Source: an optimization exercise on an open RTL-to-GDS flow (aim: small area, a short achievable clock period and few clock cycles per item). Production flows keep margins and buffers that such runs may drop.
Only simulation tests tie the RTL to the original design; equivalence was not proved.
Power is estimated from default activity; no workload was simulated.

==> inputs of trial 6 <==
==> flow/design.v (excerpt) <==
module fc_stream_layer #(
    parameter int unsigned N       = 16,
    parameter int unsigned Q       = 12,
    parameter int unsigned IN_LEN  = 8,
    parameter int unsigned OUT_LEN = 4,
    parameter int unsigned RELU    = 1
) (
    input  logic                clk,
    input  logic                global_rst,
    input  logic                ce,
    input  logic signed [N-1:0] data_in,
    input  logic                valid_in,
    input  logic                end_in,
    output logic                in_ready,
    input  logic                w_we,
    input  logic [7:0]          w_addr,
    input  logic [N-1:0]        w_data,
    output logic signed [N-1:0] data_out,
    output logic                valid_op,
    output logic                end_op,
    output logic                overflow
);
export LEC_CHECK = 0
export CAP_MARGIN = 20
export CORE_MARGIN = 2
export CORE_UTILIZATION = 55
export CTS_CLUSTER_DIAMETER = 80
export CTS_CLUSTER_SIZE = 30
export PLACE_DENSITY = 0.65
export SLEW_MARGIN = 20
export SYNTH_HIERARCHICAL = 1
export SYNTH_MINIMUM_KEEP_SIZE = 0
create_clock -name core_clock -period 12.0 [get_ports {clk}]
standard.sh (not shown) runs the stock make flow with config.mk's settings and CLKGATE_MAP_FILE= SYNTH_SCRIPT=/design/flow/synth_recipe.tcl, a recipe that flattens the netlist after the stock synthesis.
==> flow/flow/run.sh <==
#!/bin/bash
# The standard layout, with ORFS's setup repair aiming well below the 12 ns
# clock (the constraints themselves are unchanged): SETUP_SLACK_MARGIN asks
# repair_timing for that much spare slack on every path.
set -euo pipefail
export SETUP_SLACK_MARGIN=8.4
bash standard.sh > standard.log 2>&1
==> inputs of trial 20, as changes to trial 6 <==
--- a/flow/design.v
+++ b/flow/design.v
@@ -20,15 +20,23 @@
     output logic                end_op,
     output logic                overflow
 );
     localparam int unsigned ACC_W = 35;
     localparam logic [ACC_W-1:0] CMASK = 35'h7ffffffff;   
     logic [15:0] wram [36];
+    logic        wr_q;       
+    logic [5:0]  wr_addr_q;
+    logic [15:0] wr_data_q;
+    logic        wr_now;
+    assign wr_now = w_we && !global_rst && w_addr < 8'd36;
     always_ff @(posedge clk) begin
-        if (w_we && !global_rst && w_addr < 8'd36)
-            wram[w_addr[5:0]] <= w_data;
+        wr_q      <= wr_now;
+        wr_addr_q <= w_addr[5:0];
+        wr_data_q <= w_data;
+        if (wr_q)
+            wram[wr_addr_q] <= wr_data_q;
     end
     logic [7:0]  one, two, neg;
     logic        first_q;    
     logic        last_q;     
     logic [2:0]  cnt;        
     logic        accept, ending;
@@ -721,13 +729,13 @@
             pend     <= pend_next;
             bcnt     <= bcnt_next;
             valid_op <= deliver;
             if (ce && valid_in && !in_ready)
                 overflow <= 1'b1;
             in_ready <= !((pend_next || ending) && (bcnt_next != 3'd0))
-                     && !(ending && pend_next);
+                     && !(ending && pend_next) && !wr_now;
         end
     end
     assign data_out = {1'b0, dout};
 endmodule
 module fc_stream_fa (
     input  logic a, b, c,
CORE_UTILIZATION = 65   (was 55)
PLACE_DENSITY = 0.72   (was 0.65)
==> qor summary <==
| metric | trial 20 | trial 6 |
|---|---|---|
| Largest net degree at the start of global routing | 69 | 77 |
| Highest layer used for signal routing | met5 | met4 |
| Number of rows in the core area | 114 | 124 |
| Non-clock buffering overhead in the final layout | 3.67% | 4.37% |
| Outcome | no timing/DRC/antenna violations | no timing/DRC/antenna violations |
| Well-Tap Cells | 1,276 | 1,512 |
| Worst setup slack after layout | 8.38 ns | 8.37 ns |
| Detailed-route via count | 38,500 | 38,200 |
| Leak | 25.2 nW | 25.3 nW |
| Synthesis-stage register bit count | 1,065 | 1,042 |
| Met1 Wirelength | 67,700 µm | 72,900 µm |
| Inserted Clock Buffers | 54 | 55 |
| Grt met1 use | 47.7% | 43.0% |
| Switching share of total power | 37.8% | 39.4% |
| Routed WL | 168,000 µm | 178,000 µm |
| Overall power after layout | 13.3 mW | 13.9 mW |
Testbench counts of trial 6, summed over its fixed seeds: cycles 8,240, frames 1,024.
Testbench counts of trial 20, summed over its fixed seeds: cycles 8,240, frames 1,024.

* * *

==> inputs of run a <==
fc_stream_layer, a different RTL version from the one above (not shown whole).
==> flow/design.v (excerpt) <==
module fc_stream_layer #(
    parameter int unsigned N       = 16,
    parameter int unsigned Q       = 12,
    parameter int unsigned IN_LEN  = 8,
    parameter int unsigned OUT_LEN = 4,
    parameter int unsigned RELU    = 1
) (
    input  logic                clk,
    input  logic                global_rst,
    input  logic                ce,
    input  logic signed [N-1:0] data_in,
    input  logic                valid_in,
    input  logic                end_in,
    output logic                in_ready,
    input  logic                w_we,
    input  logic [7:0]          w_addr,
    input  logic [N-1:0]        w_data,
    output logic signed [N-1:0] data_out,
    output logic                valid_op,
    output logic                end_op,
    output logic                overflow
);
    localparam int unsigned ACC_W = 35;
    localparam logic [ACC_W-1:0] CMASK = 35'h5554ffff;   
    logic [15:0] wram [36];
    always_ff @(posedge clk) begin
        if (w_we && !global_rst && w_addr < 8'd36)
            wram[w_addr[5:0]] <= w_data;
    end
    logic [7:0]  one, two, neg;
    logic        first_q;    
    logic        last_q;     
    logic [2:0]  cnt;        
    logic        accept, ending;
    logic [2:0]  xb [8];
  ...
Settings: LEC_CHECK=0, CAP_MARGIN=20, CORE_MARGIN=2, CORE_UTILIZATION=40, SLEW_MARGIN=20, SYNTH_HIERARCHICAL=1, SYNTH_MINIMUM_KEEP_SIZE=0; clock period 12.0 ns.
Scripts as last shown in full above: flow/flow/run.sh
==> inputs of run b, as changes to run a <==
Settings changed: CORE_UTILIZATION 40 to 55, CTS_CLUSTER_DIAMETER from default to 80, CTS_CLUSTER_SIZE from default to 30, PLACE_DENSITY from default to 0.65.
==> comparison <==
Core utilization: run a is lower than run b (15 points). Worst hold slack: run a is worse than run b (0.023 ns). Against run b, the count of clock-buffer cells in the layout of run a is higher by 59. Against run a, the first-iteration DRC count of run b is larger by about 0.8%. Against run b, the via count of run a is higher by 3.6%. Between run a and run b, the lower non-clock buffer count is in run b (gap 56). Clock power: run b is lower than run a (about 37%). Register-to-register slack is about the same in run a and run b.
Testbench counts of run a, summed over its fixed seeds: cycles 8,232, frames 1,024.
Testbench counts of run b, summed over its fixed seeds: cycles 8,232, frames 1,024.

afterwards: timing with drivers on the ports:
How much do the figures lean on ideal ports? The routed layouts below were timed once more, with nothing changed but the port constraints.
Step 1 sets driving cells, clkbuf_16 on the clock port and buf_2 on the other inputs (assumed; they add their load-dependent delay and slew).
Step 2 times the ports against the registers' clock, not the clock port: input delays grow and output delays shrink by t, the midpoint of the rising clock arrivals with the driver on.
Slacks: ideal ports / drivers / drivers and shift; pairs: ideal ports / drivers.
run | shift t [ns] | slack for setup (ns) | worst hold slack (ns) | slew at the worst register clock pin (ns)
trial 6 | 0.769 | 8.374 / 8.339 / 7.650 | 0.480 / 0.480 / 0.480 | 0.11 / 0.11
trial 20 | 0.779 | 8.382 / 8.347 / 7.839 | 0.482 / 0.482 / 0.482 | 0.11 / 0.11
run a | 0.811 | 7.892 / 7.892 / 7.608 | 0.456 / 0.456 / 0.456 | 0.07 / 0.07
run b | 0.772 | 7.895 / 7.895 / 7.729 | 0.479 / 0.479 / 0.479 | 0.11 / 0.11
After both steps setup and hold are still met in every run listed. For trial 6, which loses most, drivers alone change the setup slack by -0.035 ns; drivers and shift together by -0.724 ns.
